What follows belongs to an exercise in optimizing a design on an open flow for small area; a production flow would make more cautious choices. The RTL was checked by simulation tests, not by an equivalence proof against the original design. Power is estimated from default activity; no workload was simulated.

==> flow/design.v <==
`timescale 1ns/1ps
package yRowPkg;
   typedef logic [256-1:0] rowData;        
   typedef logic [48-1:0] yEntry;       
   typedef logic [11-1:0] rowAddr;
   typedef logic [4-1:0] slotOneHot;        
   typedef logic [$clog2(4)-1:0] slotIndex;
endpackage
`timescale 1ns/1ps
package yCtrlPkg;
   typedef enum logic [1:0]
   {
      IDLE,
      FETCH,
      MERGE,
      STORE
   } seqState;
   typedef enum logic [1:0]
   {
      NONE,
      MERGE_BOTH,     
      MERGE_SPLIT,    
      WRITE_HELD
   } mergeStep;
   typedef logic setSel;    
endpackage
`timescale 1ns/1ps
module updateDecode
(
   input logic clock,
   input logic reset,
   input logic dpDone,
   input logic cpDone,
   input yRowPkg::rowAddr diagAddr,
   input yRowPkg::rowAddr nonDiagAddr,
   input yRowPkg::slotOneHot diagSlot,
   input yRowPkg::slotOneHot nonDiagSlot,
   input yRowPkg::yEntry computedDiag,
   input yRowPkg::yEntry changeData,
   input yCtrlPkg::setSel setSelect,
   input logic idle,
   output yRowPkg::rowAddr updDiagRow,
   output yRowPkg::rowAddr updNonDiagRow,
   output yRowPkg::slotIndex updDiagIdx,
   output yRowPkg::slotIndex updNonDiagIdx,
   output logic updSlotsLegal,    
   output logic updSameRow,
   output yRowPkg::yEntry updDiagValue,
   output yRowPkg::yEntry updChangeValue
);
   yRowPkg::rowAddr diagRowQ [2];
   yRowPkg::rowAddr nonDiagRowQ [2];
   yRowPkg::slotOneHot diagSlotQ [2];
   yRowPkg::slotOneHot nonDiagSlotQ [2];
   yRowPkg::yEntry diagValueQ [2];
   yRowPkg::yEntry changeValueQ [2];
   yRowPkg::slotOneHot diagSlotSel;
   yRowPkg::slotOneHot nonDiagSlotSel;
   logic capture;
   yCtrlPkg::setSel captureSet;
   function automatic yRowPkg::slotIndex encodeSlot(input yRowPkg::slotOneHot code);
      yRowPkg::slotIndex idx;
      idx = '0;
      for (int k = 0; k < 4; k++)
         if (code[k])
            idx = k[$clog2(4)-1:0];
      encodeSlot = idx;
   endfunction
   assign capture = idle && dpDone;    
   assign captureSet = cpDone;         
   always_ff @(posedge clock)
   begin
      if (!reset)
      begin
         diagSlotQ[0] <= '0;
         diagSlotQ[1] <= '0;
         nonDiagSlotQ[0] <= '0;
         nonDiagSlotQ[1] <= '0;
      end
      else if (capture)
      begin
         diagSlotQ[captureSet] <= diagSlot;
         nonDiagSlotQ[captureSet] <= nonDiagSlot;
      end
   end
   always_ff @(posedge clock)
   begin
      if (capture)
      begin
         diagRowQ[captureSet] <= diagAddr;
         nonDiagRowQ[captureSet] <= nonDiagAddr;
         diagValueQ[captureSet] <= computedDiag;
         changeValueQ[captureSet] <= changeData;
      end
   end
   assign diagSlotSel = diagSlotQ[setSelect];
   assign nonDiagSlotSel = nonDiagSlotQ[setSelect];
   assign updDiagRow = diagRowQ[setSelect];
   assign updNonDiagRow = nonDiagRowQ[setSelect];
   assign updDiagValue = diagValueQ[setSelect];
   assign updChangeValue = changeValueQ[setSelect];
   assign updDiagIdx = encodeSlot(diagSlotSel);
   assign updNonDiagIdx = encodeSlot(nonDiagSlotSel);
   assign updSameRow = (diagRowQ[setSelect] == nonDiagRowQ[setSelect]);
   assign updSlotsLegal = $onehot(diagSlotSel) && $onehot(nonDiagSlotSel)
      && !(updSameRow && (diagSlotSel == nonDiagSlotSel));
endmodule
`timescale 1ns/1ps
module writeBackSequencer
(
   input logic clock,
   input logic reset,
   input logic dpDone,
   input logic cpDone,
   input yRowPkg::rowAddr updDiagRow,
   input yRowPkg::rowAddr updNonDiagRow,
   input logic updSameRow,
   output yCtrlPkg::setSel setSelect,
   output logic idle,
   output yCtrlPkg::mergeStep step,
   output yRowPkg::rowAddr readAddr1,
   output yRowPkg::rowAddr readAddr2,
   output logic writeDone
);
   yCtrlPkg::seqState state;
   yCtrlPkg::seqState nextState;
   yCtrlPkg::setSel secondSet;     
   yRowPkg::rowAddr nextAddr1;     
   yRowPkg::rowAddr nextAddr2;
   yRowPkg::rowAddr secondRead;
   logic lastWrite;
   assign idle = (state == yCtrlPkg::IDLE);
   assign setSelect = (state == yCtrlPkg::FETCH) ? 1'b1 : secondSet;
   assign secondRead = updSameRow ? {11{1'b1}} : updNonDiagRow;    
   assign lastWrite = secondSet && ((state == yCtrlPkg::MERGE && updSameRow)
      || state == yCtrlPkg::STORE);
   always_comb
   begin
      nextState = state;
      case (state)
         yCtrlPkg::IDLE:
            if (dpDone && cpDone)
               nextState = yCtrlPkg::FETCH;
         yCtrlPkg::FETCH:
            nextState = yCtrlPkg::MERGE;
         yCtrlPkg::MERGE:
            if (!updSameRow)
               nextState = yCtrlPkg::STORE;
            else
               nextState = secondSet ? yCtrlPkg::IDLE : yCtrlPkg::FETCH;
         default:
            nextState = secondSet ? yCtrlPkg::IDLE : yCtrlPkg::FETCH;
      endcase
   end
   always_comb
   begin
      case (state)
         yCtrlPkg::MERGE:
            step = updSameRow ? yCtrlPkg::MERGE_BOTH : yCtrlPkg::MERGE_SPLIT;
         yCtrlPkg::STORE:
            step = yCtrlPkg::WRITE_HELD;
         default:
            step = yCtrlPkg::NONE;
      endcase
   end
   always_ff @(posedge clock)
   begin
      if (!reset)
      begin
         state <= yCtrlPkg::IDLE;
         secondSet <= 1'b0;
         readAddr1 <= {11{1'b1}};
         readAddr2 <= {11{1'b1}};
         writeDone <= 1'b0;
      end
      else
      begin
         state <= nextState;
         writeDone <= lastWrite;           
         readAddr1 <= {11{1'b1}};
         readAddr2 <= {11{1'b1}};
         if (state == yCtrlPkg::IDLE && nextState == yCtrlPkg::FETCH)
         begin
            readAddr1 <= updDiagRow;      
            readAddr2 <= secondRead;
         end
         else if (nextState == yCtrlPkg::FETCH)
         begin
            readAddr1 <= nextAddr1;
            readAddr2 <= nextAddr2;
            secondSet <= 1'b1;
         end
         if (nextState == yCtrlPkg::IDLE)
            secondSet <= 1'b0;
      end
   end
   always_ff @(posedge clock)
   begin
      if (state == yCtrlPkg::FETCH && !secondSet)
      begin
         nextAddr1 <= updDiagRow;
         nextAddr2 <= secondRead;
      end
   end
endmodule
`timescale 1ns/1ps
module rowMerge
(
   input logic clock,
   input logic reset,
   input yRowPkg::rowAddr updDiagRow,
   input yRowPkg::rowAddr updNonDiagRow,
   input yRowPkg::slotIndex updDiagIdx,
   input yRowPkg::slotIndex updNonDiagIdx,
   input logic updSlotsLegal,
   input yRowPkg::yEntry updDiagValue,
   input yRowPkg::yEntry updChangeValue,
   input yCtrlPkg::mergeStep step,
   input yRowPkg::rowData readData1,
   input yRowPkg::rowData readData2,
   output logic writeEnable,
   output yRowPkg::rowAddr writeAddr,
   output yRowPkg::rowData writeData
);
   yRowPkg::rowData diagMerged;       
   yRowPkg::rowData bothMerged;       
   yRowPkg::rowData nonDiagMerged;    
   yRowPkg::rowData heldRow;
   function automatic yRowPkg::rowData insertEntry
   (
      input yRowPkg::rowData row,
      input yRowPkg::slotIndex idx,
      input yRowPkg::yEntry entry
   );
      yRowPkg::rowData merged;
      merged = row;
      merged[idx * 64 +: 48] = entry;
      insertEntry = merged;
   endfunction
   always_comb
   begin
      if (updSlotsLegal)
      begin
         diagMerged = insertEntry(readData1, updDiagIdx, updDiagValue);
         bothMerged = insertEntry(diagMerged, updNonDiagIdx, updChangeValue);
         nonDiagMerged = insertEntry(readData2, updNonDiagIdx, updChangeValue);
      end
      else
      begin
         diagMerged = '0;    
         bothMerged = '0;
         nonDiagMerged = '0;
      end
   end
   always_ff @(posedge clock)
   begin
      if (step == yCtrlPkg::MERGE_SPLIT)
         heldRow <= nonDiagMerged;    
   end
   always_ff @(posedge clock)
   begin
      if (!reset)
      begin
         writeEnable <= 1'b0;
         writeAddr <= {11{1'b1}};
         writeData <= '0;
      end
      else
      begin
         case (step)
            yCtrlPkg::MERGE_BOTH:
            begin
               writeEnable <= 1'b1;
               writeAddr <= updDiagRow;
               writeData <= bothMerged;
            end
            yCtrlPkg::MERGE_SPLIT:
            begin
               writeEnable <= 1'b1;
               writeAddr <= updDiagRow;
               writeData <= diagMerged;
            end
            yCtrlPkg::WRITE_HELD:
            begin
               writeEnable <= 1'b1;
               writeAddr <= updNonDiagRow;
               writeData <= heldRow;
            end
            default:
            begin
               writeEnable <= 1'b0;
               writeAddr <= {11{1'b1}};
               writeData <= '0;
            end
         endcase
      end
   end
endmodule
`timescale 1ns/1ps
module yWriteBack
(
   input logic clock,
   input logic reset,
   input logic dpDone,
   input logic cpDone,
   input yRowPkg::rowAddr diagAddr,
   input yRowPkg::rowAddr nonDiagAddr,
   input yRowPkg::slotOneHot diagSlot,
   input yRowPkg::slotOneHot nonDiagSlot,
   input yRowPkg::yEntry computedDiag,
   input yRowPkg::yEntry changeData,
   input yRowPkg::rowData readData1,
   input yRowPkg::rowData readData2,
   output yRowPkg::rowAddr readAddr1,
   output yRowPkg::rowAddr readAddr2,
   output yRowPkg::rowAddr writeAddr,
   output yRowPkg::rowData writeData,
   output logic writeEnable,
   output logic writeDone
);
   yCtrlPkg::setSel setSelect;
   yCtrlPkg::mergeStep step;
   logic idle;
   yRowPkg::rowAddr updDiagRow;
   yRowPkg::rowAddr updNonDiagRow;
   yRowPkg::slotIndex updDiagIdx;
   yRowPkg::slotIndex updNonDiagIdx;
   logic updSlotsLegal;
   logic updSameRow;
   yRowPkg::yEntry updDiagValue;
   yRowPkg::yEntry updChangeValue;
   updateDecode decode0
   (
      .clock(clock),
      .reset(reset),
      .dpDone(dpDone),
      .cpDone(cpDone),
      .diagAddr(diagAddr),
      .nonDiagAddr(nonDiagAddr),
      .diagSlot(diagSlot),
      .nonDiagSlot(nonDiagSlot),
      .computedDiag(computedDiag),
      .changeData(changeData),
      .setSelect(setSelect),
      .idle(idle),
      .updDiagRow(updDiagRow),
      .updNonDiagRow(updNonDiagRow),
      .updDiagIdx(updDiagIdx),
      .updNonDiagIdx(updNonDiagIdx),
      .updSlotsLegal(updSlotsLegal),
      .updSameRow(updSameRow),
      .updDiagValue(updDiagValue),
      .updChangeValue(updChangeValue)
   );
   writeBackSequencer sequencer0
   (
      .clock(clock),
      .reset(reset),
      .dpDone(dpDone),
      .cpDone(cpDone),
      .updDiagRow(updDiagRow),
      .updNonDiagRow(updNonDiagRow),
      .updSameRow(updSameRow),
      .setSelect(setSelect),
      .idle(idle),
      .step(step),
      .readAddr1(readAddr1),
      .readAddr2(readAddr2),
      .writeDone(writeDone)
   );
   rowMerge merge0
   (
      .clock(clock),
      .reset(reset),
      .updDiagRow(updDiagRow),
      .updNonDiagRow(updNonDiagRow),
      .updDiagIdx(updDiagIdx),
      .updNonDiagIdx(updNonDiagIdx),
      .updSlotsLegal(updSlotsLegal),
      .updDiagValue(updDiagValue),
      .updChangeValue(updChangeValue),
      .step(step),
      .readData1(readData1),
      .readData2(readData2),
      .writeEnable(writeEnable),
      .writeAddr(writeAddr),
      .writeData(writeData)
   );
endmodule
==> flow/run.sh <==
#!/bin/bash
# synth_recipe.tcl (not shown) runs the flow's synth.tcl, then flattens the netlist and writes it again
# the make line also repeats each setting of config.mk as NAME=value (left out here)
make -C /OpenROAD-flow-scripts/flow DESIGN_CONFIG=/design/flow/config.mk WORK_HOME=/design/flow/orfs CLKGATE_MAP_FILE= SYNTH_SCRIPT=/design/flow/synth_recipe.tcl finish
==> flow/config.mk <==
export PLATFORM = sky130hd
export DESIGN_NAME = yWriteBack
export DESIGN_NICKNAME = yWriteBack
export VERILOG_FILES = /design/flow/design.v
export SDC_FILE = /design/flow/constraint.sdc
export NUM_CORES = 4
export LEC_CHECK = 0
export CAP_MARGIN = 20
export CORE_AREA = 10 10 340 340
export DIE_AREA = 0 0 350 350
export SLEW_MARGIN = 20
==> flow/constraint.sdc <==
create_clock -name core_clock -period 5.0 [get_ports {clock}]
set_input_delay 1.0000 -clock core_clock [delete_from_list [all_inputs] [get_ports {clock}]]
set_output_delay 1.0000 -clock core_clock [all_outputs]
set_load 0.01 [all_outputs]
==> reports/metrics.csv <==
metric;value;unit
status;timing/DRC/antenna clean;
required;5.59;ns
drt_iter0_markers;2852;
cts.reportedPaths.clkPinSlew;0.06;ns
reg2reg_slack;0.53;ns
r2r_start;sequencer0.state[1];
grt_usage;0.259;
ir_drop;265;uV
ios;933;
cts_htree_levels;3;
worstPathArrival;5.06;ns
async_reset_ff_frac;0;
synth_area_per_cell;12.8;um^2
dieArea;123000;um^2
num_rows;121;
fillCellCount;9929;
layout.nets;4221;
synth-seq-cells;824;
grt_pass1_vias;27938;
dr.pass1.iters;5;
yosys.area.top_type;edfxtp_1;
postCtsSetupBuffers;0;
overflow;0;
yosysSeqAreaShare;0.629;
cts-root-buf;clkbuf_16;
hold_viol;0;
synth-edff-count;530;
die_y;350;um
grt_max_degree;140;
layout-drive-gt1-share;0.0884;
whs;0.453;ns
clock_path_buffers;3;
layout.cells.non_filler;5099;
initial_core_util;0.319;
slew_violations;0;
fin_skew;0.0410;ns
syn_area;34700;um^2
final.min_clock_period;4.47;ns
synth_top_area_frac;0.459;
clock_latency;0.70;ns
drc;0;
critPathKind;reg2reg;
setup_viol;0;
holdCritPathClass;reg2reg;
tightest_slew;1.10;ns
p_leak;17.2;nW
routabilityCongestion;0.883;
via_per_inst;5.61;
cts_buffers;95;
yosys_warnings;3;
avgRoutedWirePerCell;32.8;um
min_period_over_period;0.893;
antenna_found_initial;63;
timing.fmax;224;MHz
rr_endpoint;merge0.writeData[31];
startpoint;sequencer0.state[1];
syn-num-nets;3369;
grt_pass1_wl;225000;um
reg2reg_depth;13;
synthCells;2718;
path_max_fanout;19;
multi_input_area;11900;um^2
dieWidth;350;um
cts_sinks;824;
coreArea;109000;um^2
synth_flop_cell;edfxtp_1;
synth_cell_types;66;
vias;28612;
wirelength;167000;um
port_buffers;932;
final-seq-area;21800;um^2
rsz0062_at_grt;no;
dp_hpwl;117000;um
maxCapViolations;0;
critPathCapture;merge0.writeData[31];
crit_path_start_kind;flop;
cts_resized;0;
slew_headroom;0.246;
synthTopCellsByArea;edfxtp_1 (46%), dfxtp_1 (17%), mux2i_1 (6.2%), a211oi_1 (4.2%), a22o_1 (3.7%);
power_density;367;nW/um^2
syn2layout_area_growth;41.9;%
cp-end-kind;flop;
place_inst;4883;
cts_tree;built;
ant_nets;0;
ctsHoldBuffers;0;
[power breakdown]
group / switching [mW] / internal [mW] / total (mW)
combinational: 1.80 / 1.17 / 2.97
sequential: 0.0915 / 7.65 / 7.74
clock: 2.99 / 4.35 / 7.34
total: 4.88 / 13.2 / 18.1
[registers in the layout (all words and copies together) (netlist names), 8 cells and up]
| register | flops |
|---|---|
| decode0.diagRowQ | 22 |
| sequencer0.readAddr1 | 11 |
| decode0.changeValueQ | 96 |
| sequencer0.nextAddr2 | 11 |
| decode0.nonDiagRowQ | 22 |
| sequencer0.nextAddr1 | 11 |
| merge0.heldRow | 256 |
| sequencer0.readAddr2 | 11 |
| merge0.writeAddr | 11 |
| decode0.diagValueQ | 96 |
| merge0.writeData | 256 |
| decode0.nonDiagSlotQ | 8 |
| decode0.diagSlotQ | 8 |
[worst min-delay path by stage]
stage	from	to	slack (ns)	cells past startpoint
global route	merge0.heldRow[66]	merge0.writeData[66]	0.47	2
global placement	merge0.heldRow[66]	merge0.writeData[66]	0.44	2
detailed placement	merge0.heldRow[66]	merge0.writeData[66]	0.44	2
finish	merge0.heldRow[66]	merge0.writeData[66]	0.45	2
CTS	merge0.heldRow[107]	merge0.writeData[107]	0.45	1
floorplan	merge0.heldRow[66]	merge0.writeData[66]	0.42	2
[logic make-up (layout without fill, tap and decap cells)]
kind of cell	count (synthesis)	in the layout	share of synthesized area
fa+ha+maj	9	9	0.00368
compound gates	756	756	0.174
xor+xnor	29	29	0.00733
simple gates	553	553	0.0726
mux	266	266	0.0787
flops	824	824	0.629
other cells	0	33	0
buf+inv	281	1215	0.0346
[critical path, stage by stage (launching register included)]
cell and delay, ns:
dfxtp_2 0.38, nor2b_1 0.59, nor2_4 0.06, mux2i_1 0.23, inv_1 0.07, ha_1 0.30
fa_1 0.44, ha_1 0.29, or4b_2 0.73, nor3_2 0.13, buf_4 0.17, nand3_4 0.39
buf_4 0.37, a22oi_1 0.19
[cell usage in the layout (no fill, tap or decap), types with 97 or more instances in the layout]
cell               n
a211oi_1         192
a22o_1           145
clkbuf_16         97
clkdlybuf4s50_1  932
dfxtp_1          292
edfxtp_1         530
mux2i_1          211
nand2_1          104
nor2_1           268
o22ai_1          145
[metal layers]
metal | wire length (um) | up-vias | global-route usage
met5 | 377 | - | 0
met4 | 7340 | 52 | 0.107
met3 | 17000 | 352 | 0.0816
met2 | 80400 | 1635 | 0.432
met1 | 62300 | 14231 | 0.308
li1 | - | 12342 | -
[synth_stat cells (all sizes together) (26+ instances only)]
cell     number
mux2         50
edfxtp      530
o211ai       26
dfxtp       294
and3         83
nand2       109
clkbuf      161
nand2b       50
mux2i       216
buf          90
o22ai       145
a211oi      192
a22o        145
o41ai        27
nor2        272
inv          29
a2bb2oi      34
a32oi        66
[through the flow]
step	setup TNS [ns]	area [um^2]	utilization	power, mW	worst slack, ns
finish	0	49200	0.453	18.1	0.534
global route	0	49100	0.453	18.6	0.237
CTS	0	49100	0.452	18.2	0.495
detailed placement	0	45800	0.422	10.8	0.551
global placement	0	45700	0.421	10.8	0.526
floorplan	-100.65	34700	-	9.37	-0.393
[layout make-up]
class	instances	share of cell area
Antenna cell	33	0.00168
Clock buffer	136	0.0566
Clock inverter	43	0.0104
Inverter	30	0.00239
Multi-Input combinational cell	1613	0.243
Sequential cell	824	0.443
Tap cell	1414	0.0360
Timing Repair Buffer	1006	0.207

static timing again, ports no longer ideal:
How much do the figures lean on ideal ports? The routed layout below was timed once more, with nothing changed but the port constraints. Step 1: set_driving_cell puts a clkbuf_16 on clock and a buf_2 on each other input, an assumption about the parent block. Step 2 times the ports against the registers' clock, not the clock port: input delays grow and output delays shrink by t, the midpoint of the rising clock arrivals with the driver on. Slacks: ideal ports / drivers / drivers and shift; pairs: ideal ports / drivers.
t, ns: 0.753
slack for setup (ns): 0.534 / 0.534 / 0.534
worst setup path after step 2: register to register
clock arrival spread, ns: 0.042 / 0.042
After both steps setup and hold are still met in this run. For this run, drivers alone change the setup slack by 0.000 ns; drivers and shift together by 0.000 ns.
